This is an optimization exercise on Yosys and OpenROAD, whose aim is small area, a short achievable clock period and few clock cycles, not a production implementation. The RTL was checked by simulation tests, not by an equivalence proof against the original design. Power and IR drop assume default switching activity.

==> flow/design.v <==
`default_nettype none
package xyolo_lanes_pkg;
  localparam int c_DATA_W   = 16;
  localparam int c_N_LANES  = 4;
  localparam int c_SHIFT_W  = 5;
  localparam int c_CNT_W    = 12;
  localparam int c_LEAKY_SH = 3;
  localparam int c_MP_MAX   = 4;
  typedef enum logic [2:0] {
    S_IDLE  = 3'd0,
    S_ACC   = 3'd1,
    S_DRAIN = 3'd2,
    S_POST  = 3'd3,
    S_OUT   = 3'd4
  } state_t;
endpackage
`default_nettype wire
`default_nettype none
module xyolo_lane
#(
  parameter int DATA_W   = xyolo_lanes_pkg::c_DATA_W,
  parameter int SHIFT_W  = xyolo_lanes_pkg::c_SHIFT_W,
  parameter int CNT_W    = xyolo_lanes_pkg::c_CNT_W,
  parameter int LEAKY_SH = xyolo_lanes_pkg::c_LEAKY_SH
) (
  input  logic               clk,
  input  logic               beat_en,     
  input  logic               bypass,      
  input  logic               bias_en,     
  input  logic [DATA_W-1:0]  pixel,
  input  logic [DATA_W-1:0]  weight,
  input  logic [DATA_W-1:0]  bias,
  input  logic               sh_load,     
  input  logic [SHIFT_W-1:0] sh_d,
  input  logic               cfg_leaky,
  input  logic [25:0]        fit_mask,    
  input  logic               ld_beat,     
  input  logic               pool_en,     
  input  logic               pool_first,  
  output logic [DATA_W-1:0]  result
);
  logic [SHIFT_W-1:0] r_sh;
  logic               r_ld0, r_ld1;
  always_ff @(posedge clk) begin
    if (sh_load) r_sh <= sh_d;
    r_ld0 <= ld_beat;
    r_ld1 <= r_ld0;
  end
  logic [15:0] r_x, r_y, r_b;
  always_ff @(posedge clk) begin
    r_x <= pixel;
    r_y <= beat_en ? (bypass ? 16'd1 : weight) : 16'd0;
    r_b <= bias_en ? bias : 16'd0;
  end
  logic [16:0] w_xe;
  logic [7:0]  w_one, w_two, w_neg;
  logic [16:0] w_r0, w_r1, w_r2, w_r3, w_r4, w_r5, w_r6, w_r7;
  assign w_xe = {r_x[15], r_x};
  for (genvar j = 0; j < 8; j++) begin : g_enc
    logic yl, ym, yh;
    assign yl = (j == 0) ? 1'b0 : r_y[2*j-1];
    assign ym = r_y[2*j];
    assign yh = r_y[2*j+1];
    assign w_one[j] = ym ^ yl;
    assign w_two[j] = (yh & ~ym & ~yl) | (~yh & ym & yl);
    assign w_neg[j] = yh;
  end
  assign w_r0 = ({17{w_one[0]}} & w_xe | {17{w_two[0]}} & {w_xe[15:0], 1'b0}) ^ {17{w_neg[0]}};
  assign w_r1 = ({17{w_one[1]}} & w_xe | {17{w_two[1]}} & {w_xe[15:0], 1'b0}) ^ {17{w_neg[1]}};
  assign w_r2 = ({17{w_one[2]}} & w_xe | {17{w_two[2]}} & {w_xe[15:0], 1'b0}) ^ {17{w_neg[2]}};
  assign w_r3 = ({17{w_one[3]}} & w_xe | {17{w_two[3]}} & {w_xe[15:0], 1'b0}) ^ {17{w_neg[3]}};
  assign w_r4 = ({17{w_one[4]}} & w_xe | {17{w_two[4]}} & {w_xe[15:0], 1'b0}) ^ {17{w_neg[4]}};
  assign w_r5 = ({17{w_one[5]}} & w_xe | {17{w_two[5]}} & {w_xe[15:0], 1'b0}) ^ {17{w_neg[5]}};
  assign w_r6 = ({17{w_one[6]}} & w_xe | {17{w_two[6]}} & {w_xe[15:0], 1'b0}) ^ {17{w_neg[6]}};
  assign w_r7 = ({17{w_one[7]}} & w_xe | {17{w_two[7]}} & {w_xe[15:0], 1'b0}) ^ {17{w_neg[7]}};
  wire hs0, hc0;
  xyolo_ha u_ha0 (.a(w_r0[10]), .b(w_r1[8]), .s(hs0), .co(hc0));
  wire hs1, hc1;
  xyolo_ha u_ha1 (.a(w_r0[11]), .b(w_r1[9]), .s(hs1), .co(hc1));
  wire fs0, fc0;
  xyolo_fa u_fa0 (.a(w_r0[12]), .b(w_r1[10]), .c(w_r2[8]), .s(fs0), .co(fc0));
  wire hs2, hc2;
  xyolo_ha u_ha2 (.a(w_r3[6]), .b(w_r4[4]), .s(hs2), .co(hc2));
  wire fs1, fc1;
  xyolo_fa u_fa1 (.a(w_r0[13]), .b(w_r1[11]), .c(w_r2[9]), .s(fs1), .co(fc1));
  wire hs3, hc3;
  xyolo_ha u_ha3 (.a(w_r3[7]), .b(w_r4[5]), .s(hs3), .co(hc3));
  wire fs2, fc2;
  xyolo_fa u_fa2 (.a(w_r0[14]), .b(w_r1[12]), .c(w_r2[10]), .s(fs2), .co(fc2));
  wire fs3, fc3;
  xyolo_fa u_fa3 (.a(w_r3[8]), .b(w_r4[6]), .c(w_r5[4]), .s(fs3), .co(fc3));
  wire hs4, hc4;
  xyolo_ha u_ha4 (.a(w_r6[2]), .b(w_r7[0]), .s(hs4), .co(hc4));
  wire fs4, fc4;
  xyolo_fa u_fa4 (.a(w_r0[15]), .b(w_r1[13]), .c(w_r2[11]), .s(fs4), .co(fc4));
  wire fs5, fc5;
  xyolo_fa u_fa5 (.a(w_r3[9]), .b(w_r4[7]), .c(w_r5[5]), .s(fs5), .co(fc5));
  wire hs5, hc5;
  xyolo_ha u_ha5 (.a(w_r6[3]), .b(w_r7[1]), .s(hs5), .co(hc5));
  wire fs6, fc6;
  xyolo_fa u_fa6 (.a(~w_r0[16]), .b(w_r1[14]), .c(w_r2[12]), .s(fs6), .co(fc6));
  wire fs7, fc7;
  xyolo_fa u_fa7 (.a(w_r3[10]), .b(w_r4[8]), .c(w_r5[6]), .s(fs7), .co(fc7));
  wire fs8, fc8;
  assign fs8 = w_r6[4] ^ w_r7[2] ^ 1'b1;
  assign fc8 = (w_r6[4] & w_r7[2]) | (1'b1 & (w_r6[4] ^ w_r7[2]));
  wire fs9, fc9;
  xyolo_fa u_fa9 (.a(w_r1[15]), .b(w_r2[13]), .c(w_r3[11]), .s(fs9), .co(fc9));
  wire fs10, fc10;
  xyolo_fa u_fa10 (.a(w_r4[9]), .b(w_r5[7]), .c(w_r6[5]), .s(fs10), .co(fc10));
  wire hs6, hc6;
  assign hs6 = w_r7[3] ^ 1'b1;
  assign hc6 = w_r7[3] & 1'b1;
  wire fs11, fc11;
  xyolo_fa u_fa11 (.a(~w_r1[16]), .b(w_r2[14]), .c(w_r3[12]), .s(fs11), .co(fc11));
  wire fs12, fc12;
  xyolo_fa u_fa12 (.a(w_r4[10]), .b(w_r5[8]), .c(w_r6[6]), .s(fs12), .co(fc12));
  wire fs13, fc13;
  xyolo_fa u_fa13 (.a(w_r2[15]), .b(w_r3[13]), .c(w_r4[11]), .s(fs13), .co(fc13));
  wire hs7, hc7;
  xyolo_ha u_ha7 (.a(w_r5[9]), .b(w_r6[7]), .s(hs7), .co(hc7));
  wire fs14, fc14;
  xyolo_fa u_fa14 (.a(~w_r2[16]), .b(w_r3[14]), .c(w_r4[12]), .s(fs14), .co(fc14));
  wire hs8, hc8;
  xyolo_ha u_ha8 (.a(w_r3[15]), .b(w_r4[13]), .s(hs8), .co(hc8));
  wire hs9, hc9;
  xyolo_ha u_ha9 (.a(w_r0[6]), .b(w_r1[4]), .s(hs9), .co(hc9));
  wire hs10, hc10;
  xyolo_ha u_ha10 (.a(w_r0[7]), .b(w_r1[5]), .s(hs10), .co(hc10));
  wire fs15, fc15;
  xyolo_fa u_fa15 (.a(w_r0[8]), .b(w_r1[6]), .c(w_r2[4]), .s(fs15), .co(fc15));
  wire hs11, hc11;
  xyolo_ha u_ha11 (.a(w_r3[2]), .b(w_r4[0]), .s(hs11), .co(hc11));
  wire fs16, fc16;
  xyolo_fa u_fa16 (.a(w_r0[9]), .b(w_r1[7]), .c(w_r2[5]), .s(fs16), .co(fc16));
  wire hs12, hc12;
  xyolo_ha u_ha12 (.a(w_r3[3]), .b(w_r4[1]), .s(hs12), .co(hc12));
  wire fs17, fc17;
  xyolo_fa u_fa17 (.a(w_r2[6]), .b(w_r3[4]), .c(w_r4[2]), .s(fs17), .co(fc17));
  wire fs18, fc18;
  xyolo_fa u_fa18 (.a(w_r5[0]), .b(w_neg[5]), .c(hs0), .s(fs18), .co(fc18));
  wire fs19, fc19;
  xyolo_fa u_fa19 (.a(w_r2[7]), .b(w_r3[5]), .c(w_r4[3]), .s(fs19), .co(fc19));
  wire fs20, fc20;
  xyolo_fa u_fa20 (.a(w_r5[1]), .b(hc0), .c(hs1), .s(fs20), .co(fc20));
  wire fs21, fc21;
  xyolo_fa u_fa21 (.a(w_r5[2]), .b(w_r6[0]), .c(w_neg[6]), .s(fs21), .co(fc21));
  wire fs22, fc22;
  xyolo_fa u_fa22 (.a(hc1), .b(fs0), .c(hs2), .s(fs22), .co(fc22));
  wire fs23, fc23;
  xyolo_fa u_fa23 (.a(w_r5[3]), .b(w_r6[1]), .c(fc0), .s(fs23), .co(fc23));
  wire fs24, fc24;
  xyolo_fa u_fa24 (.a(hc2), .b(fs1), .c(hs3), .s(fs24), .co(fc24));
  wire fs25, fc25;
  xyolo_fa u_fa25 (.a(w_neg[7]), .b(fc1), .c(hc3), .s(fs25), .co(fc25));
  wire fs26, fc26;
  xyolo_fa u_fa26 (.a(fs2), .b(fs3), .c(hs4), .s(fs26), .co(fc26));
  wire fs27, fc27;
  xyolo_fa u_fa27 (.a(fc2), .b(fc3), .c(hc4), .s(fs27), .co(fc27));
  wire fs28, fc28;
  xyolo_fa u_fa28 (.a(fs4), .b(fs5), .c(hs5), .s(fs28), .co(fc28));
  wire fs29, fc29;
  xyolo_fa u_fa29 (.a(fc4), .b(fc5), .c(hc5), .s(fs29), .co(fc29));
  wire fs30, fc30;
  xyolo_fa u_fa30 (.a(fs6), .b(fs7), .c(fs8), .s(fs30), .co(fc30));
  wire fs31, fc31;
  xyolo_fa u_fa31 (.a(fc6), .b(fc7), .c(fc8), .s(fs31), .co(fc31));
  wire fs32, fc32;
  xyolo_fa u_fa32 (.a(fs9), .b(fs10), .c(hs6), .s(fs32), .co(fc32));
  wire fs33, fc33;
  xyolo_fa u_fa33 (.a(w_r7[4]), .b(fc9), .c(fc10), .s(fs33), .co(fc33));
  wire fs34, fc34;
  xyolo_fa u_fa34 (.a(hc6), .b(fs11), .c(fs12), .s(fs34), .co(fc34));
  wire fs35, fc35;
  xyolo_fa u_fa35 (.a(w_r7[5]), .b(fc11), .c(fc12), .s(fs35), .co(fc35));
  wire fs36, fc36;
  assign fs36 = fs13 ^ hs7 ^ 1'b1;
  assign fc36 = (fs13 & hs7) | (1'b1 & (fs13 ^ hs7));
  wire fs37, fc37;
  xyolo_fa u_fa37 (.a(w_r5[10]), .b(w_r6[8]), .c(w_r7[6]), .s(fs37), .co(fc37));
  wire fs38, fc38;
  xyolo_fa u_fa38 (.a(fc13), .b(hc7), .c(fs14), .s(fs38), .co(fc38));
  wire fs39, fc39;
  xyolo_fa u_fa39 (.a(w_r5[11]), .b(w_r6[9]), .c(w_r7[7]), .s(fs39), .co(fc39));
  wire fs40, fc40;
  assign fs40 = fc14 ^ hs8 ^ 1'b1;
  assign fc40 = (fc14 & hs8) | (1'b1 & (fc14 ^ hs8));
  wire fs41, fc41;
  xyolo_fa u_fa41 (.a(~w_r3[16]), .b(w_r4[14]), .c(w_r5[12]), .s(fs41), .co(fc41));
  wire fs42, fc42;
  xyolo_fa u_fa42 (.a(w_r6[10]), .b(w_r7[8]), .c(hc8), .s(fs42), .co(fc42));
  wire fs43, fc43;
  xyolo_fa u_fa43 (.a(w_r4[15]), .b(w_r5[13]), .c(w_r6[11]), .s(fs43), .co(fc43));
  wire hs13, hc13;
  assign hs13 = w_r7[9] ^ 1'b1;
  assign hc13 = w_r7[9] & 1'b1;
  wire fs44, fc44;
  xyolo_fa u_fa44 (.a(~w_r4[16]), .b(w_r5[14]), .c(w_r6[12]), .s(fs44), .co(fc44));
  wire hs14, hc14;
  xyolo_ha u_ha14 (.a(w_r5[15]), .b(w_r6[13]), .s(hs14), .co(hc14));
  wire hs15, hc15;
  xyolo_ha u_ha15 (.a(w_r0[4]), .b(w_r1[2]), .s(hs15), .co(hc15));
  wire hs16, hc16;
  xyolo_ha u_ha16 (.a(w_r0[5]), .b(w_r1[3]), .s(hs16), .co(hc16));
  wire fs45, fc45;
  xyolo_fa u_fa45 (.a(w_r2[2]), .b(w_r3[0]), .c(w_neg[3]), .s(fs45), .co(fc45));
  wire fs46, fc46;
  xyolo_fa u_fa46 (.a(w_r2[3]), .b(w_r3[1]), .c(hc9), .s(fs46), .co(fc46));
  wire fs47, fc47;
  xyolo_fa u_fa47 (.a(w_neg[4]), .b(hc10), .c(fs15), .s(fs47), .co(fc47));
  wire fs48, fc48;
  xyolo_fa u_fa48 (.a(fc15), .b(hc11), .c(fs16), .s(fs48), .co(fc48));
  wire fs49, fc49;
  xyolo_fa u_fa49 (.a(fc16), .b(hc12), .c(fs17), .s(fs49), .co(fc49));
  wire fs50, fc50;
  xyolo_fa u_fa50 (.a(fc17), .b(fc18), .c(fs19), .s(fs50), .co(fc50));
  wire fs51, fc51;
  xyolo_fa u_fa51 (.a(fc19), .b(fc20), .c(fs21), .s(fs51), .co(fc51));
  wire fs52, fc52;
  xyolo_fa u_fa52 (.a(fc21), .b(fc22), .c(fs23), .s(fs52), .co(fc52));
  wire fs53, fc53;
  xyolo_fa u_fa53 (.a(fc23), .b(fc24), .c(fs25), .s(fs53), .co(fc53));
  wire fs54, fc54;
  xyolo_fa u_fa54 (.a(fc25), .b(fc26), .c(fs27), .s(fs54), .co(fc54));
  wire fs55, fc55;
  xyolo_fa u_fa55 (.a(fc27), .b(fc28), .c(fs29), .s(fs55), .co(fc55));
  wire fs56, fc56;
  xyolo_fa u_fa56 (.a(fc29), .b(fc30), .c(fs31), .s(fs56), .co(fc56));
  wire fs57, fc57;
  xyolo_fa u_fa57 (.a(fc31), .b(fc32), .c(fs33), .s(fs57), .co(fc57));
  wire fs58, fc58;
  xyolo_fa u_fa58 (.a(fc33), .b(fc34), .c(fs35), .s(fs58), .co(fc58));
  wire fs59, fc59;
  xyolo_fa u_fa59 (.a(fc35), .b(fc36), .c(fs37), .s(fs59), .co(fc59));
  wire fs60, fc60;
  xyolo_fa u_fa60 (.a(fc37), .b(fc38), .c(fs39), .s(fs60), .co(fc60));
  wire fs61, fc61;
  xyolo_fa u_fa61 (.a(fc39), .b(fc40), .c(fs41), .s(fs61), .co(fc61));
  wire fs62, fc62;
  xyolo_fa u_fa62 (.a(fc41), .b(fc42), .c(fs43), .s(fs62), .co(fc62));
  wire fs63, fc63;
  xyolo_fa u_fa63 (.a(w_r7[10]), .b(fc43), .c(hc13), .s(fs63), .co(fc63));
  wire fs64, fc64;
  xyolo_fa u_fa64 (.a(w_r7[11]), .b(fc44), .c(hs14), .s(fs64), .co(fc64));
  wire fs65, fc65;
  xyolo_fa u_fa65 (.a(~w_r5[16]), .b(w_r6[14]), .c(w_r7[12]), .s(fs65), .co(fc65));
  wire hs17, hc17;
  xyolo_ha u_ha17 (.a(w_r6[15]), .b(w_r7[13]), .s(hs17), .co(hc17));
  wire hs18, hc18;
  xyolo_ha u_ha18 (.a(w_r0[2]), .b(w_r1[0]), .s(hs18), .co(hc18));
  wire hs19, hc19;
  xyolo_ha u_ha19 (.a(w_r0[3]), .b(w_r1[1]), .s(hs19), .co(hc19));
  wire fs66, fc66;
  xyolo_fa u_fa66 (.a(w_r2[0]), .b(w_neg[2]), .c(hs15), .s(fs66), .co(fc66));
  wire fs67, fc67;
  xyolo_fa u_fa67 (.a(w_r2[1]), .b(hc15), .c(hs16), .s(fs67), .co(fc67));
  wire fs68, fc68;
  xyolo_fa u_fa68 (.a(hs9), .b(hc16), .c(fs45), .s(fs68), .co(fc68));
  wire fs69, fc69;
  xyolo_fa u_fa69 (.a(hs10), .b(fc45), .c(fs46), .s(fs69), .co(fc69));
  wire fs70, fc70;
  xyolo_fa u_fa70 (.a(hs11), .b(fc46), .c(fs47), .s(fs70), .co(fc70));
  wire fs71, fc71;
  xyolo_fa u_fa71 (.a(hs12), .b(fc47), .c(fs48), .s(fs71), .co(fc71));
  wire fs72, fc72;
  xyolo_fa u_fa72 (.a(fs18), .b(fc48), .c(fs49), .s(fs72), .co(fc72));
  wire fs73, fc73;
  xyolo_fa u_fa73 (.a(fs20), .b(fc49), .c(fs50), .s(fs73), .co(fc73));
  wire fs74, fc74;
  xyolo_fa u_fa74 (.a(fs22), .b(fc50), .c(fs51), .s(fs74), .co(fc74));
  wire fs75, fc75;
  xyolo_fa u_fa75 (.a(fs24), .b(fc51), .c(fs52), .s(fs75), .co(fc75));
  wire fs76, fc76;
  xyolo_fa u_fa76 (.a(fs26), .b(fc52), .c(fs53), .s(fs76), .co(fc76));
  wire fs77, fc77;
  xyolo_fa u_fa77 (.a(fs28), .b(fc53), .c(fs54), .s(fs77), .co(fc77));
  wire fs78, fc78;
  xyolo_fa u_fa78 (.a(fs30), .b(fc54), .c(fs55), .s(fs78), .co(fc78));
  wire fs79, fc79;
  xyolo_fa u_fa79 (.a(fs32), .b(fc55), .c(fs56), .s(fs79), .co(fc79));
  wire fs80, fc80;
  xyolo_fa u_fa80 (.a(fs34), .b(fc56), .c(fs57), .s(fs80), .co(fc80));
  wire fs81, fc81;
  xyolo_fa u_fa81 (.a(fs36), .b(fc57), .c(fs58), .s(fs81), .co(fc81));
  wire fs82, fc82;
  xyolo_fa u_fa82 (.a(fs38), .b(fc58), .c(fs59), .s(fs82), .co(fc82));
  wire fs83, fc83;
  xyolo_fa u_fa83 (.a(fs40), .b(fc59), .c(fs60), .s(fs83), .co(fc83));
  wire fs84, fc84;
  xyolo_fa u_fa84 (.a(fs42), .b(fc60), .c(fs61), .s(fs84), .co(fc84));
  wire fs85, fc85;
  xyolo_fa u_fa85 (.a(hs13), .b(fc61), .c(fs62), .s(fs85), .co(fc85));
  wire fs86, fc86;
  xyolo_fa u_fa86 (.a(fs44), .b(fc62), .c(fs63), .s(fs86), .co(fc86));
  wire fs87, fc87;
  assign fs87 = fc63 ^ fs64 ^ 1'b1;
  assign fc87 = (fc63 & fs64) | (1'b1 & (fc63 ^ fs64));
  wire fs88, fc88;
  xyolo_fa u_fa88 (.a(hc14), .b(fc64), .c(fs65), .s(fs88), .co(fc88));
  wire fs89, fc89;
  assign fs89 = fc65 ^ hs17 ^ 1'b1;
  assign fc89 = (fc65 & hs17) | (1'b1 & (fc65 ^ hs17));
  wire fs90, fc90;
  xyolo_fa u_fa90 (.a(~w_r6[16]), .b(w_r7[14]), .c(hc17), .s(fs90), .co(fc90));
  wire hs20, hc20;
  assign hs20 = w_r7[15] ^ 1'b1;
  assign hc20 = w_r7[15] & 1'b1;
  logic [30:0] r_t0;
  logic [30:0] r_t1;
  logic [15:0] r_b1;
  always_ff @(posedge clk) begin
    r_t0[0] <= w_r0[0];
    r_t1[0] <= w_neg[0];
    r_t0[1] <= w_r0[1];
    r_t0[2] <= w_neg[1];
    r_t1[2] <= hs18;
    r_t0[3] <= hc18;
    r_t1[3] <= hs19;
    r_t0[4] <= hc19;
    r_t1[4] <= fs66;
    r_t0[5] <= fc66;
    r_t1[5] <= fs67;
    r_t0[6] <= fc67;
    r_t1[6] <= fs68;
    r_t0[7] <= fc68;
    r_t1[7] <= fs69;
    r_t0[8] <= fc69;
    r_t1[8] <= fs70;
    r_t0[9] <= fc70;
    r_t1[9] <= fs71;
    r_t0[10] <= fc71;
    r_t1[10] <= fs72;
    r_t0[11] <= fc72;
    r_t1[11] <= fs73;
    r_t0[12] <= fc73;
    r_t1[12] <= fs74;
    r_t0[13] <= fc74;
    r_t1[13] <= fs75;
    r_t0[14] <= fc75;
    r_t1[14] <= fs76;
    r_t0[15] <= fc76;
    r_t1[15] <= fs77;
    r_t0[16] <= fc77;
    r_t1[16] <= fs78;
    r_t0[17] <= fc78;
    r_t1[17] <= fs79;
    r_t0[18] <= fc79;
    r_t1[18] <= fs80;
    r_t0[19] <= fc80;
    r_t1[19] <= fs81;
    r_t0[20] <= fc81;
    r_t1[20] <= fs82;
    r_t0[21] <= fc82;
    r_t1[21] <= fs83;
    r_t0[22] <= fc83;
    r_t1[22] <= fs84;
    r_t0[23] <= fc84;
    r_t1[23] <= fs85;
    r_t0[24] <= fc85;
    r_t1[24] <= fs86;
    r_t0[25] <= fc86;
    r_t1[25] <= fs87;
    r_t0[26] <= fc87;
    r_t1[26] <= fs88;
    r_t0[27] <= fc88;
    r_t1[27] <= fs89;
    r_t0[28] <= fc89;
    r_t1[28] <= fs90;
    r_t0[29] <= fc90;
    r_t1[29] <= hs20;
    r_t0[30] <= ~w_r7[16];
    r_t1[30] <= hc20;
    r_b1 <= r_b;
  end
  logic [42:0] w_row0, w_row1, w_x, w_cs_s, w_cs_c, w_acc_n;
  logic [42:0] r_acc;
  logic [15:0] r_bh;     
  assign w_row0 = {1'b1, 1'b1, 1'b1, 1'b1, 1'b1, 1'b1, 1'b1, 1'b1, 1'b1, 1'b1, 1'b1, 1'b1, r_t0[30], r_t0[29], r_t0[28], r_t0[27], r_t0[26], r_t0[25], r_t0[24], r_t0[23], r_t0[22], r_t0[21], r_t0[20], r_t0[19], r_t0[18], r_t0[17], r_t0[16], r_t0[15], r_t0[14], r_t0[13], r_t0[12], r_t0[11], r_t0[10], r_t0[9], r_t0[8], r_t0[7], r_t0[6], r_t0[5], r_t0[4], r_t0[3], r_t0[2], r_t0[1], r_t0[0]};
  assign w_row1 = {1'b0, 1'b0, 1'b0, 1'b0, 1'b0, 1'b0, 1'b0, 1'b0, 1'b0, 1'b0, 1'b0, 1'b0, r_t1[30], r_t1[29], r_t1[28], r_t1[27], r_t1[26], r_t1[25], r_t1[24], r_t1[23], r_t1[22], r_t1[21], r_t1[20], r_t1[19], r_t1[18], r_t1[17], r_t1[16], r_t1[15], r_t1[14], r_t1[13], r_t1[12], r_t1[11], r_t1[10], r_t1[9], r_t1[8], r_t1[7], r_t1[6], r_t1[5], r_t1[4], r_t1[3], r_t1[2], 1'b0, r_t1[0]};
  assign w_x     = r_acc & {43{~r_ld1}};
  assign w_cs_s  = w_x ^ w_row0 ^ w_row1;
  assign w_cs_c  = (w_x & w_row0) | (w_row1 & (w_x ^ w_row0));
  wire [42:0] ca_p0, ca_g0, ca_sum;
  assign ca_p0 = w_cs_s ^ {w_cs_c[41:0], 1'b0};
  assign ca_g0 = w_cs_s & {w_cs_c[41:0], 1'b0};
  wire ca_G0, ca_P0;
  assign ca_G0 = ca_g0[1] | (ca_p0[1] & ca_g0[0]);
  assign ca_P0 = ca_p0[1] & ca_p0[0];
  wire ca_G1, ca_P1;
  assign ca_G1 = ca_g0[3] | (ca_p0[3] & ca_g0[2]);
  assign ca_P1 = ca_p0[3] & ca_p0[2];
  wire ca_G2, ca_P2;
  assign ca_G2 = ca_g0[5] | (ca_p0[5] & ca_g0[4]);
  assign ca_P2 = ca_p0[5] & ca_p0[4];
  wire ca_G3, ca_P3;
  assign ca_G3 = ca_g0[7] | (ca_p0[7] & ca_g0[6]);
  assign ca_P3 = ca_p0[7] & ca_p0[6];
  wire ca_G4, ca_P4;
  assign ca_G4 = ca_g0[9] | (ca_p0[9] & ca_g0[8]);
  assign ca_P4 = ca_p0[9] & ca_p0[8];
  wire ca_G5, ca_P5;
  assign ca_G5 = ca_g0[11] | (ca_p0[11] & ca_g0[10]);
  assign ca_P5 = ca_p0[11] & ca_p0[10];
  wire ca_G6, ca_P6;
  assign ca_G6 = ca_g0[13] | (ca_p0[13] & ca_g0[12]);
  assign ca_P6 = ca_p0[13] & ca_p0[12];
  wire ca_G7, ca_P7;
  assign ca_G7 = ca_g0[15] | (ca_p0[15] & ca_g0[14]);
  assign ca_P7 = ca_p0[15] & ca_p0[14];
  wire ca_G8, ca_P8;
  assign ca_G8 = ca_g0[17] | (ca_p0[17] & ca_g0[16]);
  assign ca_P8 = ca_p0[17] & ca_p0[16];
  wire ca_G9, ca_P9;
  assign ca_G9 = ca_g0[19] | (ca_p0[19] & ca_g0[18]);
  assign ca_P9 = ca_p0[19] & ca_p0[18];
  wire ca_G10, ca_P10;
  assign ca_G10 = ca_g0[21] | (ca_p0[21] & ca_g0[20]);
  assign ca_P10 = ca_p0[21] & ca_p0[20];
  wire ca_G11, ca_P11;
  assign ca_G11 = ca_g0[23] | (ca_p0[23] & ca_g0[22]);
  assign ca_P11 = ca_p0[23] & ca_p0[22];
  wire ca_G12, ca_P12;
  assign ca_G12 = ca_g0[25] | (ca_p0[25] & ca_g0[24]);
  assign ca_P12 = ca_p0[25] & ca_p0[24];
  wire ca_G13, ca_P13;
  assign ca_G13 = ca_g0[27] | (ca_p0[27] & ca_g0[26]);
  assign ca_P13 = ca_p0[27] & ca_p0[26];
  wire ca_G14, ca_P14;
  assign ca_G14 = ca_g0[29] | (ca_p0[29] & ca_g0[28]);
  assign ca_P14 = ca_p0[29] & ca_p0[28];
  wire ca_G15, ca_P15;
  assign ca_G15 = ca_g0[31] | (ca_p0[31] & ca_g0[30]);
  assign ca_P15 = ca_p0[31] & ca_p0[30];
  wire ca_G16, ca_P16;
  assign ca_G16 = ca_g0[33] | (ca_p0[33] & ca_g0[32]);
  assign ca_P16 = ca_p0[33] & ca_p0[32];
  wire ca_G17, ca_P17;
  assign ca_G17 = ca_g0[35] | (ca_p0[35] & ca_g0[34]);
  assign ca_P17 = ca_p0[35] & ca_p0[34];
  wire ca_G18, ca_P18;
  assign ca_G18 = ca_g0[37] | (ca_p0[37] & ca_g0[36]);
  assign ca_P18 = ca_p0[37] & ca_p0[36];
  wire ca_G19, ca_P19;
  assign ca_G19 = ca_g0[39] | (ca_p0[39] & ca_g0[38]);
  assign ca_P19 = ca_p0[39] & ca_p0[38];
  wire ca_G20, ca_P20;
  assign ca_G20 = ca_g0[41] | (ca_p0[41] & ca_g0[40]);
  assign ca_P20 = ca_p0[41] & ca_p0[40];
  wire ca_G21, ca_P21;
  assign ca_G21 = ca_G1 | (ca_P1 & ca_G0);
  assign ca_P21 = ca_P1 & ca_P0;
  wire ca_G22, ca_P22;
  assign ca_G22 = ca_G3 | (ca_P3 & ca_G2);
  assign ca_P22 = ca_P3 & ca_P2;
  wire ca_G23, ca_P23;
  assign ca_G23 = ca_G5 | (ca_P5 & ca_G4);
  assign ca_P23 = ca_P5 & ca_P4;
  wire ca_G24, ca_P24;
  assign ca_G24 = ca_G7 | (ca_P7 & ca_G6);
  assign ca_P24 = ca_P7 & ca_P6;
  wire ca_G25, ca_P25;
  assign ca_G25 = ca_G9 | (ca_P9 & ca_G8);
  assign ca_P25 = ca_P9 & ca_P8;
  wire ca_G26, ca_P26;
  assign ca_G26 = ca_G11 | (ca_P11 & ca_G10);
  assign ca_P26 = ca_P11 & ca_P10;
  wire ca_G27, ca_P27;
  assign ca_G27 = ca_G13 | (ca_P13 & ca_G12);
  assign ca_P27 = ca_P13 & ca_P12;
  wire ca_G28, ca_P28;
  assign ca_G28 = ca_G15 | (ca_P15 & ca_G14);
  assign ca_P28 = ca_P15 & ca_P14;
  wire ca_G29, ca_P29;
  assign ca_G29 = ca_G17 | (ca_P17 & ca_G16);
  assign ca_P29 = ca_P17 & ca_P16;
  wire ca_G30, ca_P30;
  assign ca_G30 = ca_G19 | (ca_P19 & ca_G18);
  assign ca_P30 = ca_P19 & ca_P18;
  wire ca_G31, ca_P31;
  assign ca_G31 = ca_G22 | (ca_P22 & ca_G21);
  assign ca_P31 = ca_P22 & ca_P21;
  wire ca_G32, ca_P32;
  assign ca_G32 = ca_G24 | (ca_P24 & ca_G23);
  assign ca_P32 = ca_P24 & ca_P23;
  wire ca_G33, ca_P33;
  assign ca_G33 = ca_G26 | (ca_P26 & ca_G25);
  assign ca_P33 = ca_P26 & ca_P25;
  wire ca_G34, ca_P34;
  assign ca_G34 = ca_G28 | (ca_P28 & ca_G27);
  assign ca_P34 = ca_P28 & ca_P27;
  wire ca_G35, ca_P35;
  assign ca_G35 = ca_G30 | (ca_P30 & ca_G29);
  assign ca_P35 = ca_P30 & ca_P29;
  wire ca_G36, ca_P36;
  assign ca_G36 = ca_G32 | (ca_P32 & ca_G31);
  assign ca_P36 = ca_P32 & ca_P31;
  wire ca_G37, ca_P37;
  assign ca_G37 = ca_G34 | (ca_P34 & ca_G33);
  assign ca_P37 = ca_P34 & ca_P33;
  wire ca_G38, ca_P38;
  assign ca_G38 = ca_G37 | (ca_P37 & ca_G36);
  assign ca_P38 = ca_P37 & ca_P36;
  wire ca_G39, ca_P39;
  assign ca_G39 = ca_G33 | (ca_P33 & ca_G36);
  assign ca_P39 = ca_P33 & ca_P36;
  wire ca_G40, ca_P40;
  assign ca_G40 = ca_G35 | (ca_P35 & ca_G38);
  assign ca_P40 = ca_P35 & ca_P38;
  wire ca_G41, ca_P41;
  assign ca_G41 = ca_G23 | (ca_P23 & ca_G31);
  assign ca_P41 = ca_P23 & ca_P31;
  wire ca_G42, ca_P42;
  assign ca_G42 = ca_G25 | (ca_P25 & ca_G36);
  assign ca_P42 = ca_P25 & ca_P36;
  wire ca_G43, ca_P43;
  assign ca_G43 = ca_G27 | (ca_P27 & ca_G39);
  assign ca_P43 = ca_P27 & ca_P39;
  wire ca_G44, ca_P44;
  assign ca_G44 = ca_G29 | (ca_P29 & ca_G38);
  assign ca_P44 = ca_P29 & ca_P38;
  wire ca_G45, ca_P45;
  assign ca_G45 = ca_G2 | (ca_P2 & ca_G21);
  assign ca_P45 = ca_P2 & ca_P21;
  wire ca_G46, ca_P46;
  assign ca_G46 = ca_G4 | (ca_P4 & ca_G31);
  assign ca_P46 = ca_P4 & ca_P31;
  wire ca_G47, ca_P47;
  assign ca_G47 = ca_G6 | (ca_P6 & ca_G41);
  assign ca_P47 = ca_P6 & ca_P41;
  wire ca_G48, ca_P48;
  assign ca_G48 = ca_G8 | (ca_P8 & ca_G36);
  assign ca_P48 = ca_P8 & ca_P36;
  wire ca_G49, ca_P49;
  assign ca_G49 = ca_G10 | (ca_P10 & ca_G42);
  assign ca_P49 = ca_P10 & ca_P42;
  wire ca_G50, ca_P50;
  assign ca_G50 = ca_G12 | (ca_P12 & ca_G39);
  assign ca_P50 = ca_P12 & ca_P39;
  wire ca_G51, ca_P51;
  assign ca_G51 = ca_G14 | (ca_P14 & ca_G43);
  assign ca_P51 = ca_P14 & ca_P43;
  wire ca_G52, ca_P52;
  assign ca_G52 = ca_G16 | (ca_P16 & ca_G38);
  assign ca_P52 = ca_P16 & ca_P38;
  wire ca_G53, ca_P53;
  assign ca_G53 = ca_G18 | (ca_P18 & ca_G44);
  assign ca_P53 = ca_P18 & ca_P44;
  wire ca_G54, ca_P54;
  assign ca_G54 = ca_G20 | (ca_P20 & ca_G40);
  assign ca_P54 = ca_P20 & ca_P40;
  wire ca_G55, ca_P55;
  assign ca_G55 = ca_g0[2] | (ca_p0[2] & ca_G0);
  assign ca_P55 = ca_p0[2] & ca_P0;
  wire ca_G56, ca_P56;
  assign ca_G56 = ca_g0[4] | (ca_p0[4] & ca_G21);
  assign ca_P56 = ca_p0[4] & ca_P21;
  wire ca_G57, ca_P57;
  assign ca_G57 = ca_g0[6] | (ca_p0[6] & ca_G45);
  assign ca_P57 = ca_p0[6] & ca_P45;
  wire ca_G58, ca_P58;
  assign ca_G58 = ca_g0[8] | (ca_p0[8] & ca_G31);
  assign ca_P58 = ca_p0[8] & ca_P31;
  wire ca_G59, ca_P59;
  assign ca_G59 = ca_g0[10] | (ca_p0[10] & ca_G46);
  assign ca_P59 = ca_p0[10] & ca_P46;
  wire ca_G60, ca_P60;
  assign ca_G60 = ca_g0[12] | (ca_p0[12] & ca_G41);
  assign ca_P60 = ca_p0[12] & ca_P41;
  wire ca_G61, ca_P61;
  assign ca_G61 = ca_g0[14] | (ca_p0[14] & ca_G47);
  assign ca_P61 = ca_p0[14] & ca_P47;
  wire ca_G62, ca_P62;
  assign ca_G62 = ca_g0[16] | (ca_p0[16] & ca_G36);
  assign ca_P62 = ca_p0[16] & ca_P36;
  wire ca_G63, ca_P63;
  assign ca_G63 = ca_g0[18] | (ca_p0[18] & ca_G48);
  assign ca_P63 = ca_p0[18] & ca_P48;
  wire ca_G64, ca_P64;
  assign ca_G64 = ca_g0[20] | (ca_p0[20] & ca_G42);
  assign ca_P64 = ca_p0[20] & ca_P42;
  wire ca_G65, ca_P65;
  assign ca_G65 = ca_g0[22] | (ca_p0[22] & ca_G49);
  assign ca_P65 = ca_p0[22] & ca_P49;
  wire ca_G66, ca_P66;
  assign ca_G66 = ca_g0[24] | (ca_p0[24] & ca_G39);
  assign ca_P66 = ca_p0[24] & ca_P39;
  wire ca_G67, ca_P67;
  assign ca_G67 = ca_g0[26] | (ca_p0[26] & ca_G50);
  assign ca_P67 = ca_p0[26] & ca_P50;
  wire ca_G68, ca_P68;
  assign ca_G68 = ca_g0[28] | (ca_p0[28] & ca_G43);
  assign ca_P68 = ca_p0[28] & ca_P43;
  wire ca_G69, ca_P69;
  assign ca_G69 = ca_g0[30] | (ca_p0[30] & ca_G51);
  assign ca_P69 = ca_p0[30] & ca_P51;
  wire ca_G70, ca_P70;
  assign ca_G70 = ca_g0[32] | (ca_p0[32] & ca_G38);
  assign ca_P70 = ca_p0[32] & ca_P38;
  wire ca_G71, ca_P71;
  assign ca_G71 = ca_g0[34] | (ca_p0[34] & ca_G52);
  assign ca_P71 = ca_p0[34] & ca_P52;
  wire ca_G72, ca_P72;
  assign ca_G72 = ca_g0[36] | (ca_p0[36] & ca_G44);
  assign ca_P72 = ca_p0[36] & ca_P44;
  wire ca_G73, ca_P73;
  assign ca_G73 = ca_g0[38] | (ca_p0[38] & ca_G53);
  assign ca_P73 = ca_p0[38] & ca_P53;
  wire ca_G74, ca_P74;
  assign ca_G74 = ca_g0[40] | (ca_p0[40] & ca_G40);
  assign ca_P74 = ca_p0[40] & ca_P40;
  wire ca_G75, ca_P75;
  assign ca_G75 = ca_g0[42] | (ca_p0[42] & ca_G54);
  assign ca_P75 = ca_p0[42] & ca_P54;
  assign ca_sum[0] = ca_p0[0] ^ 1'b0;
  assign ca_sum[1] = ca_p0[1] ^ ca_g0[0];
  assign ca_sum[2] = ca_p0[2] ^ ca_G0;
  assign ca_sum[3] = ca_p0[3] ^ ca_G55;
  assign ca_sum[4] = ca_p0[4] ^ ca_G21;
  assign ca_sum[5] = ca_p0[5] ^ ca_G56;
  assign ca_sum[6] = ca_p0[6] ^ ca_G45;
  assign ca_sum[7] = ca_p0[7] ^ ca_G57;
  assign ca_sum[8] = ca_p0[8] ^ ca_G31;
  assign ca_sum[9] = ca_p0[9] ^ ca_G58;
  assign ca_sum[10] = ca_p0[10] ^ ca_G46;
  assign ca_sum[11] = ca_p0[11] ^ ca_G59;
  assign ca_sum[12] = ca_p0[12] ^ ca_G41;
  assign ca_sum[13] = ca_p0[13] ^ ca_G60;
  assign ca_sum[14] = ca_p0[14] ^ ca_G47;
  assign ca_sum[15] = ca_p0[15] ^ ca_G61;
  assign ca_sum[16] = ca_p0[16] ^ ca_G36;
  assign ca_sum[17] = ca_p0[17] ^ ca_G62;
  assign ca_sum[18] = ca_p0[18] ^ ca_G48;
  assign ca_sum[19] = ca_p0[19] ^ ca_G63;
  assign ca_sum[20] = ca_p0[20] ^ ca_G42;
  assign ca_sum[21] = ca_p0[21] ^ ca_G64;
  assign ca_sum[22] = ca_p0[22] ^ ca_G49;
  assign ca_sum[23] = ca_p0[23] ^ ca_G65;
  assign ca_sum[24] = ca_p0[24] ^ ca_G39;
  assign ca_sum[25] = ca_p0[25] ^ ca_G66;
  assign ca_sum[26] = ca_p0[26] ^ ca_G50;
  assign ca_sum[27] = ca_p0[27] ^ ca_G67;
  assign ca_sum[28] = ca_p0[28] ^ ca_G43;
  assign ca_sum[29] = ca_p0[29] ^ ca_G68;
  assign ca_sum[30] = ca_p0[30] ^ ca_G51;
  assign ca_sum[31] = ca_p0[31] ^ ca_G69;
  assign ca_sum[32] = ca_p0[32] ^ ca_G38;
  assign ca_sum[33] = ca_p0[33] ^ ca_G70;
  assign ca_sum[34] = ca_p0[34] ^ ca_G52;
  assign ca_sum[35] = ca_p0[35] ^ ca_G71;
  assign ca_sum[36] = ca_p0[36] ^ ca_G44;
  assign ca_sum[37] = ca_p0[37] ^ ca_G72;
  assign ca_sum[38] = ca_p0[38] ^ ca_G53;
  assign ca_sum[39] = ca_p0[39] ^ ca_G73;
  assign ca_sum[40] = ca_p0[40] ^ ca_G40;
  assign ca_sum[41] = ca_p0[41] ^ ca_G74;
  assign ca_sum[42] = ca_p0[42] ^ ca_G54;
  assign w_acc_n = ca_sum;
  always_ff @(posedge clk) begin
    r_acc <= w_acc_n;
    if (r_ld1) r_bh <= r_b1;
  end
  logic [47:0] w_a0;
  logic [31:0] w_s16;
  logic [23:0] w_s8;
  logic [19:0] w_s4;
  logic [17:0] w_s2;
  logic [16:0] w_t;
  logic [17:0] w_vs, w_vw;
  logic        w_big, w_ge28;
  assign w_a0  = {{(48-43){r_acc[42]}}, r_acc};
  assign w_s16 = r_sh[4] ? w_a0[47:16] : w_a0[31:0];
  assign w_s8  = r_sh[3] ? w_s16[31:8] : w_s16[23:0];
  assign w_s4  = r_sh[2] ? w_s8[23:4]  : w_s8[19:0];
  assign w_s2  = r_sh[1] ? w_s4[19:2]  : w_s4[17:0];
  assign w_t   = r_sh[0] ? w_s2[17:1]  : w_s2[16:0];
  assign w_big = |((r_acc[41:16] ^ {26{r_acc[42]}}) & fit_mask[25:0]);
  assign w_vs  = {w_t[16], w_t} + {{2{r_bh[15]}}, r_bh};
  assign w_ge28 = &r_sh[4:2];
  assign w_vw[12:0] = w_vs[12:0];
  assign w_vw[13] = (r_sh[1] & r_sh[0]) ? w_vs[12] : w_vs[13];
  assign w_vw[14] = r_sh[1] ? (r_sh[0] ? w_vs[12] : w_vs[13]) : w_vs[14];
  assign w_vw[15] = r_sh[1] ? (r_sh[0] ? w_vs[12] : w_vs[13]) : (r_sh[0] ? w_vs[14] : w_vs[15]);
  assign w_vw[17:16] = {2{w_vw[15]}};
  logic [17:0] r_y18;
  logic        r_big, r_bsg;
  always_ff @(posedge clk) begin
    r_y18 <= w_ge28 ? w_vw : w_vs;
    r_big <= w_big;
    r_bsg <= r_acc[42];
  end
  logic        w_fit, w_sgn;
  logic [15:0] w_sat, w_v, r_pool;
  assign w_fit = !r_big && ((r_y18[17:15] == 3'b000) || (r_y18[17:15] == 3'b111));
  assign w_sgn = r_big ? r_bsg : r_y18[17];
  assign w_sat = w_fit ? r_y18[15:0] : {w_sgn, {15{~w_sgn}}};
  assign w_v   = (cfg_leaky && w_sat[15]) ? {{LEAKY_SH{1'b1}}, w_sat[15:LEAKY_SH]} : w_sat;
  logic        w_gt;
  assign w_gt  = {~w_v[15], w_v[14:0]} > {~r_pool[15], r_pool[14:0]};
  always_ff @(posedge clk) begin
    if (pool_en && (pool_first || w_gt)) r_pool <= w_v;
  end
  assign result = r_pool;
endmodule
module xyolo_fa (input  logic a, b, c, output logic s, co);
  assign s  = a ^ b ^ c;
  assign co = (a & b) | (c & (a ^ b));
endmodule
module xyolo_ha (input  logic a, b, output logic s, co);
  assign s  = a ^ b;
  assign co = a & b;
endmodule
`default_nettype wire
`default_nettype none
module xyolo_lanes
#(
  parameter int DATA_W   = xyolo_lanes_pkg::c_DATA_W,
  parameter int N_LANES  = xyolo_lanes_pkg::c_N_LANES,
  parameter int SHIFT_W  = xyolo_lanes_pkg::c_SHIFT_W,
  parameter int CNT_W    = xyolo_lanes_pkg::c_CNT_W,
  parameter int LEAKY_SH = xyolo_lanes_pkg::c_LEAKY_SH
) (
  input  logic                      clk,
  input  logic                      rst,
  input  logic                      start,
  input  logic [CNT_W-1:0]          cfg_n_acc,
  input  logic [CNT_W-1:0]          cfg_n_out,
  input  logic [2:0]                cfg_mp_win,
  input  logic                      cfg_bias,
  input  logic                      cfg_leaky,
  input  logic                      cfg_maxpool,
  input  logic                      cfg_bypass,
  input  logic [SHIFT_W-1:0]        cfg_shift,
  input  logic                      in_valid,
  output logic                      in_ready,
  input  logic [N_LANES*DATA_W-1:0] in_pixel,
  input  logic [N_LANES*DATA_W-1:0] in_weight,
  input  logic [N_LANES*DATA_W-1:0] in_bias,
  output logic                      out_valid,
  input  logic                      out_ready,
  output logic [N_LANES*DATA_W-1:0] out_data,
  output logic                      busy,
  output logic                      done
);
  logic [CNT_W-1:0]   r_n_acc;           
  logic [2:0]         r_n_win;           
  logic               r_acc_le1, r_win_le1;
  logic               r_bypass, r_bias_en, r_leaky;
  logic [SHIFT_W-1:0] r_shift;
  logic [CNT_W-1:0]   r_bc;              
  logic [2:0]         r_wc;              
  logic [CNT_W-1:0]   r_oc;              
  logic               r_wl, r_wcl, r_ocl;    
  logic               r_wf, r_gf;        
  logic               r_run;             
  logic               r_busy, r_done, r_in_ready, r_out_valid, r_out_last, r_pend;
  logic               w_st, w_acc, w_xfer;
  logic [2:0]         w_cfg_win;
  assign w_st   = start && !r_busy;
  assign w_acc  = in_valid && r_in_ready;
  assign w_xfer = r_out_valid && out_ready;
  logic [SHIFT_W-1:0] w_cfg_shift;
  assign w_cfg_shift = cfg_bypass ? '0 : cfg_shift;
  assign w_cfg_win = !cfg_maxpool ? 3'd1 : (cfg_mp_win[2] ? 3'd4 : cfg_mp_win);
  logic w_gl_nx, w_jl_nx, w_wl1, w_gf1, w_x1, w_k0a, w_k0b, w_k1a, w_k1b;
  assign w_gl_nx = r_wl && r_wcl;                       
  assign w_jl_nx = w_gl_nx && r_ocl;                    
  assign w_wl1   = r_wl ? r_acc_le1 : (r_bc == CNT_W'(2));   
  assign w_gf1   = r_wl ? r_wcl : r_gf;                 
  assign w_x1    = w_gf1 && w_wl1;
  assign w_k0a = r_run && !(r_gf && r_wl && r_pend);
  assign w_k0b = r_run && r_pend && r_out_valid;
  assign w_k1a = !w_jl_nx && !(w_x1 && (w_gl_nx || r_pend));
  assign w_k1b = !w_jl_nx && !(w_x1 && w_gl_nx) && r_out_valid;
  logic e_ld, e_wl, e_gf, e_gl, e_jl;
  assign e_ld = w_acc && (r_wf || r_bypass);
  assign e_wl = w_acc && r_wl;
  assign e_gf = r_gf;
  assign e_gl = w_acc && w_gl_nx;
  assign e_jl = w_acc && w_jl_nx;
  always_ff @(posedge clk) begin
    if (w_st) begin
      r_bc  <= cfg_n_acc;
      r_wl  <= (cfg_n_acc[CNT_W-1:1] == '0);
      r_wf  <= 1'b1;
    end else if (w_acc) begin
      r_bc  <= r_wl ? r_n_acc : r_bc - CNT_W'(1);
      r_wl  <= w_wl1;
      r_wf  <= r_wl;
    end
    if (w_st) begin
      r_wc  <= w_cfg_win;
      r_wcl <= (w_cfg_win[2:1] == 2'd0);
      r_gf  <= 1'b1;
    end else if (e_wl) begin
      r_wc  <= r_wcl ? r_n_win : r_wc - 3'd1;
      r_wcl <= r_wcl ? r_win_le1 : (r_wc == 3'd2);
      r_gf  <= r_wcl;
    end
    if (w_st) begin
      r_oc  <= cfg_n_out;
      r_ocl <= (cfg_n_out[CNT_W-1:1] == '0);
    end else if (e_gl) begin
      r_oc  <= r_oc - CNT_W'(1);
      r_ocl <= (r_oc == CNT_W'(2));
    end
    if (w_st) begin
      r_n_acc   <= cfg_n_acc;
      r_acc_le1 <= (cfg_n_acc[CNT_W-1:1] == '0);
      r_n_win   <= w_cfg_win;
      r_win_le1 <= (w_cfg_win[2:1] == 2'd0);
      r_bypass  <= cfg_bypass;
      r_bias_en <= cfg_bias && !cfg_bypass;
      r_leaky   <= cfg_leaky && !cfg_bypass;
      r_shift   <= w_cfg_shift;
    end
  end
  logic f0_wl, f0_gf, f0_gl, f0_jl;           
  logic f1_wl, f1_gf, f1_gl, f1_jl;           
  logic f2_wl, f2_gf, f2_gl, f2_jl;           
  logic f3_wl, f3_gf, f3_gl, f3_jl;           
  always_ff @(posedge clk) begin
    if (rst) begin
      r_run <= 1'b0; r_busy <= 1'b0; r_done <= 1'b0; r_in_ready <= 1'b0;
      r_out_valid <= 1'b0; r_out_last <= 1'b0; r_pend <= 1'b0;
      {f0_wl, f0_gf, f0_gl, f0_jl} <= '0;
      {f1_wl, f1_gf, f1_gl, f1_jl} <= '0;
      {f2_wl, f2_gf, f2_gl, f2_jl} <= '0;
      {f3_wl, f3_gf, f3_gl, f3_jl} <= '0;
    end else begin
      r_run      <= w_st || (r_run && !e_jl);
      r_pend     <= e_gl || (r_pend && !w_xfer);
      r_in_ready <= w_st || (w_acc ? (w_k1a || (w_k1b && out_ready))
                                   : (w_k0a || (w_k0b && out_ready)));
      r_done     <= w_xfer && r_out_last;
      r_busy     <= w_st || (r_busy && !(w_xfer && r_out_last));
      if (f3_wl && f3_gl) begin
        r_out_valid <= 1'b1;
        r_out_last  <= f3_jl;
      end else if (w_xfer) begin
        r_out_valid <= 1'b0;
      end
      {f0_wl, f0_gf, f0_gl, f0_jl} <= {e_wl, e_gf, e_gl, e_jl};
      {f1_wl, f1_gf, f1_gl, f1_jl} <= {f0_wl, f0_gf, f0_gl, f0_jl};
      {f2_wl, f2_gf, f2_gl, f2_jl} <= {f1_wl, f1_gf, f1_gl, f1_jl};
      {f3_wl, f3_gf, f3_gl, f3_jl} <= {f2_wl, f2_gf, f2_gl, f2_jl};
    end
  end
  assign in_ready  = r_in_ready;
  assign out_valid = r_out_valid;
  assign busy      = r_busy;
  assign done      = r_done;
  logic [25:0] w_fit_mask;
  for (genvar t = 0; t < 26; t++) begin : g_mask
    assign w_fit_mask[t] = (5'(t) >= r_shift);
  end
  for (genvar g = 0; g < N_LANES; g++) begin : g_lane
    xyolo_lane #(
      .DATA_W   (DATA_W),
      .SHIFT_W  (SHIFT_W),
      .CNT_W    (CNT_W),
      .LEAKY_SH (LEAKY_SH)
    ) u_lane (
      .clk        (clk),
      .beat_en    (w_acc),
      .bypass     (r_bypass),
      .bias_en    (r_bias_en),
      .pixel      (in_pixel[g*DATA_W +: DATA_W]),
      .weight     (in_weight[g*DATA_W +: DATA_W]),
      .bias       (in_bias[g*DATA_W +: DATA_W]),
      .sh_load    (w_st),
      .sh_d       (w_cfg_shift),
      .cfg_leaky  (r_leaky),
      .fit_mask   (w_fit_mask),
      .ld_beat    (e_ld),
      .pool_en    (f3_wl),
      .pool_first (f3_gf),
      .result     (out_data[g*DATA_W +: DATA_W])
    );
  end
endmodule
`default_nettype wire
==> flow/flow/run.sh <==
#!/bin/bash
# Standard synthesis unchanged, then the standard layout steps with the
# timing repair asked to leave extra setup margin (so that it sizes the
# critical paths for a period well below the 10 ns constraint) and with
# plain buffers, rather than delay cells, on the ports.
set -euo pipefail
MARGIN=$(cat flow/margin.txt)
bash standard.sh synth > synth.log 2>&1
bash standard.sh SETUP_SLACK_MARGIN=$MARGIN \
  BUFFER_PORTS_ARGS="-buffer_cell sky130_fd_sc_hd__buf_2" finish > layout.log 2>&1
==> flow/flow/margin.txt <==
6.5
==> flow/standard.sh <==
#!/bin/bash
# synth_recipe.tcl (not shown) runs the flow's synth.tcl, then flattens the netlist and writes it again
# the make line also repeats each setting of config.mk as NAME=value (left out here)
make -C /OpenROAD-flow-scripts/flow DESIGN_CONFIG=/design/flow/config.mk WORK_HOME=/design/flow/orfs CLKGATE_MAP_FILE= SYNTH_SCRIPT=/design/flow/synth_recipe.tcl "${@:-finish}"
==> flow/config.mk <==
export PLATFORM = sky130hd
export DESIGN_NAME = xyolo_lanes
export DESIGN_NICKNAME = xyolo_lanes
export VERILOG_FILES = /design/flow/design.v
export SDC_FILE = /design/flow/constraint.sdc
export NUM_CORES = 4
export LEC_CHECK = 0
export ABC_AREA = 1
export CAP_MARGIN = 20
export CORE_MARGIN = 2
export CORE_UTILIZATION = 40
export SLEW_MARGIN = 20
export SYNTH_HIERARCHICAL = 1
==> flow/constraint.sdc <==
create_clock -name core_clock -period 10.0 [get_ports {clk}]
set_input_delay 2.0000 -clock core_clock [delete_from_list [all_inputs] [get_ports {clk}]]
set_output_delay 2.0000 -clock core_clock [all_outputs]
set_load 0.01 [all_outputs]
==> notes.md <==
[worst max path at each step]
stage	startpoint	endpoint	slack, ns	depth (start not counted)
finish	g_lane[3].u_lane.r_pool[8]	out_data[56]	6.45	1
global route	g_lane[1].u_lane.r_sh[4]	g_lane[1].u_lane.r_y18[15]	6.44	22
CTS	g_lane[3].u_lane.r_pool[1]	out_data[49]	6.39	1
detailed placement	start	r_oc[0]	5.47	6
global placement	start	r_oc[0]	5.47	6
floorplan	g_lane[0].u_lane.r_ld1	g_lane[0].u_lane.r_acc[31]	6.58	18
[layer usage]
metal	GRT usage (%)	vias to the layer above	part of all wire (%)
met5	0	-	0
met4	9.214	0	4.1
met3	3.505	428	7.1
met2	35.69	2053	46
met1	29.76	26389	43
li1	-	26406	-
[kinds of logic (layout without fill, tap and decap cells)]
kind of cell | Yosys count | after routing | synth area share, %
XOR/XNOR | 582 | 582 | 7.498
AO/OA/AOI/OAI | 1423 | 1423 | 12.38
adder cells (fa/ha/maj) | 946 | 946 | 23.46
other | 0 | 2 | 0
AND/OR/NAND/NOR | 2440 | 2440 | 14.68
flip-flops | 988 | 988 | 32.08
buffers and inverters | 1555 | 1987 | 9.364
multiplexers | 36 | 36 | 0.5300
[final cells by class]
| cell class | instances | area (um^2) |
|---|---|---|
| repair buffers | 582 | 4737 |
| well taps | 2218 | 2775 |
| inverters | 1187 | 4608 |
| clock inverters | 64 | 880.8 |
| multi-input cells | 5427 | 41230 |
| repair inverters | 7 | 35.03 |
| flip-flops and latches | 988 | 21890 |
| clock buffers | 147 | 3231 |
| diodes | 2 | 5.005 |
| fillers | 16096 | 89700 |
[registers in the layout, indices dropped and copies added, names as in the netlist, 3 cells and up]
| register | cells |
|---|---|
| g_lane.u_lane.r_acc | 172 |
| g_lane.u_lane.r_t0 | 124 |
| g_lane.u_lane.r_t1 | 120 |
| g_lane.u_lane.r_y18 | 72 |
| g_lane.u_lane.r_b1 | 64 |
| g_lane.u_lane.r_b | 64 |
| g_lane.u_lane.r_bh | 64 |
| g_lane.u_lane.r_pool | 64 |
| g_lane.u_lane.r_x | 64 |
| g_lane.u_lane.r_y | 64 |
| g_lane.u_lane.r_sh | 20 |
| r_bc | 12 |
| r_n_acc | 12 |
| r_oc | 12 |
| r_shift | 5 |
| g_lane.u_lane.r_big | 4 |
| g_lane.u_lane.r_bsg | 4 |
| g_lane.u_lane.r_ld0 | 4 |
| g_lane.u_lane.r_ld1 | 4 |
| r_n_win | 3 |
| r_wc | 3 |
[per-module statistics from Yosys (local to each module, per instance), excerpt]
module	cell area (um^2)	flops+latches	cells inside
xyolo_lanes	3915	80	462
xyolo_fa	20.02	0	1
xyolo_ha	12.51	0	1
[worst register-to-register path: cells and delay by family, from the launching register on]
| kind | cells | cell delay (ns) |
|---|---|---|
| flops | 1 | 0.53 |
| compound gates | 1 | 0.52 |
| buf+inv | 1 | 0.35 |
| fa+ha+maj | 4 | 1.92 |
[power groups by stage]
stage,registers [mW],clock network (mW),logic [mW]
after floorplan,5.57,0,7.27
after global placement,5.88,0,9.05
after detailed placement,5.89,0,9.38
after CTS,5.80,4.63,9.50
after global routing,5.88,4.78,11.4
final,5.80,4.50,9.98
[stage by stage]
stage | hold WS [ns] | power [mW] | util, % | setup slack [ns] | cells
CTS | 0.3177 | 19.93 | 45.04 | 6.394 | 10473
detailed placement | 0.3121 | 15.27 | 41.88 | 5.468 | 10179
global placement | 0.3119 | 14.93 | 41.88 | 5.470 | 10179
floorplan | 0.3095 | 12.84 | - | 6.580 | 7970
global route | 0.3262 | 22.10 | 46.95 | 6.442 | 10621
finish | 0.3208 | 20.28 | 46.95 | 6.446 | 10622
[cells in the final DEF (no fill, tap or decap), types with 41 or more instances in the layout]
cell,n
sky130_fd_sc_hd__buf_4,188
sky130_fd_sc_hd__xnor2_1,53
sky130_fd_sc_hd__nand3_1,254
sky130_fd_sc_hd__edfxtp_1,203
sky130_fd_sc_hd__fa_1,536
sky130_fd_sc_hd__nor2_2,41
sky130_fd_sc_hd__o21ai_2,46
sky130_fd_sc_hd__inv_1,1077
sky130_fd_sc_hd__nand2_2,43
sky130_fd_sc_hd__o22ai_1,409
sky130_fd_sc_hd__ha_1,377
sky130_fd_sc_hd__o21ai_1,199
sky130_fd_sc_hd__a21oi_1,269
sky130_fd_sc_hd__buf_12,42
sky130_fd_sc_hd__nand2_1,1450
sky130_fd_sc_hd__dfxtp_1,758
sky130_fd_sc_hd__inv_2,60
sky130_fd_sc_hd__o21ai_0,214
sky130_fd_sc_hd__buf_2,299
sky130_fd_sc_hd__nor2_1,494
sky130_fd_sc_hd__xor2_1,529
sky130_fd_sc_hd__clkbuf_16,145
[what timing repair did]
item | CTS | global route
gates cloned | 3 | 35
buffers inserted | 80 | 112
gates resized for setup | 116 | 390
pin swaps | 20 | 121
setup endpoints to repair | 354 | 255
==> results.toml <==
[outcome]
status = "no timing/DRC/antenna violations"

[final_layout]
finalInstanceArea_mm2 = 0.07939
finalNetCount = 9484
area_growth_syn_to_layout_pct = 16.77
drive_above_1_share_pct = 15.23

[floorplanning]
floorplan.rows = 151
initial_core_utilization_pct = 40.21
die_width_um = 416.3
number_of_i_o_pins = 301
core_area_mm2 = 0.1691
fp.dieArea_mm2 = 0.1733
die_y_um = 416.3

[worst_setup_path]
regToRegSetupSlack_ns = 6.57
worstSetupStartpointType = "register"
worst_ep_arrival_time_ns = 1.55
ff2ff_path_depth = 6
r2r_start = "g_lane[2].u_lane.r_x[15]"
end_of_the_worst_register_to_register_path = "g_lane[2].u_lane.r_t1[17]"
end_kind = "output port"
slowest_delay_ns = 0.58
cpMaxStageDelayCell = "sky130_fd_sc_hd__edfxtp_1"
worst_path_dominant_cell_family = "flip-flops"
crit_path_max_fo = 2
cp_num_buf_inv = 1
criticalPathCategory = "reg2out"
critPathRequiredTime_ns = 8.00
cp_cell_sequence = "buf_2"

[pwr]
swShare_pct = 41.81
ir_drop_mv = 0.1639
power_frac_comb_pct = 49.2
internal-power_mw = 11.80
total_power_per_unit_cell_area_mw_per_mm2 = 255.5
part_of_the_power_in_registers_pct = 28.6
power.switching_mw = 8.480
static-leakage-power_nw = 39.66
clock_power_share_pct = 22.2

[synthesis]
synth_top_cells_by_area = "sky130_fd_sc_hd__dfxtp_1, sky130_fd_sc_hd__fa_1, sky130_fd_sc_hd__edfxtp_1, sky130_fd_sc_hd__nand2_1, sky130_fd_sc_hd__ha_1"
synth_top_cell_by_area = "sky130_fd_sc_hd__dfxtp_1"
post-synth-top-count-cell = "sky130_fd_sc_hd__nand2_1"
asyncSetResetFlopFracSynth_pct = 0
netlist_area_mm2 = 0.06799
post_synth_most_frequent_cells = "sky130_fd_sc_hd__nand2_1, sky130_fd_sc_hd__inv_1, sky130_fd_sc_hd__dfxtp_1"
post_syn_nets = 9149
synth-seq-area-share_pct = 32.08
synthFlopType = "sky130_fd_sc_hd__dfxtp_1"
distinct_cell_type_count_after_synthesis = 57
synth_edf_count = 203
synth.avg_cell_area_um2 = 8.530
yosysWarnings = 8
syn_inst = 7970
synth.ff_latch_count = 988
synth_top_area_share_pct = 23.12

[grt]
grt_pass1_wl_mm = 302.6
groute.usage.overall_pct = 22.21
grt_max_degree = 82
grt.overflow.total = 0
vias_in_the_first_global_route = 53314
antenna_found_initial = 3

[cts]
tritoncts = "done"
clock_pin_transition_on_the_worst_setup_and_hold_timing_paths_ns = 0.06
cts_buffers = 112
clk_root_buffer_cell = "sky130_fd_sc_hd__clkbuf_16"
clockBufferDepth = 3
clock_sinks = 988
clk-insertion-delay-late_ns = 0.77
ctsHoldBuffers = 0
ctsHtreeMaxLevel = 3

[routing]
post_drt_via_cell_ratio = 5.204
drc_errors = 0
drt_first_pass_iters = 6
wirelength_mm = 203.7
detailedRoute.firstIterationViolations = 4640
detailroute.via_count = 55276
route.detailed.wl_per_inst_um = 19.18
drt.antenna.violating_nets = 0

[placed_design]
placed_area_mm2 = 0.07082
place.gp.congestion = 0.9568
detailedPlacementHpwl_mm = 148.8
buffer_ports.inserted = 300

[min_path]
whs_path_depth = 0
min-delay-path-class = "reg2reg"
whs_endpoint = "g_lane[1].u_lane.r_ld1"
hold_start = "g_lane[1].u_lane.r_ld0"

[timing]
worst_clock_skew_ns = 0.04766
rsz_0062_raised_after_global_routing = "yes"
tightest_pin_transition_ns = 1.206
worst_slew_margin_rel_pct = 19.28
shortest_clock_period_the_worst_path_allows_after_layout_ns = 3.554
setup_viol = 0
finalHoldViolCount = 0
setup_tns_ns = 0
finalCritPeriodShare_pct = 35.54
max_freq_ghz = 0.2814
report.final.slew_viol_count = 0

[flow_run]
max-cap-violations = 0
Testbench counts, summed over its fixed seeds: cycles 40,439.

==> separate check: timing with driven ports <==
The flow's constraints put no driver on any port. The routed layout listed below was extracted and timed again, unchanged, in two steps.
Step 1 (the two cells are an assumption about what drives the block):
set clk [get_ports {clk}]
set_driving_cell -lib_cell sky130_fd_sc_hd__clkbuf_16 $clk
set_driving_cell -lib_cell sky130_fd_sc_hd__buf_2 [delete_from_list [all_inputs] $clk]
Step 2, shift: input delay + t, output delay - t, t = (earliest + latest rising clock arrival at the registers) / 2. This alone moves slack from input paths to output paths.
a / b / c = ideal ports / drivers / drivers and shift; a / b = the first two.
t (ns): 0.819
setup WS [ns]: 6.446 / 6.370 / 5.948
worst slew at a driven data input, ns: 0.06
pins driven straight from the clock port: 1
After both steps setup and hold are still met in this run. For this run, drivers alone change the setup slack by -0.076 ns; drivers and shift together by -0.498 ns.
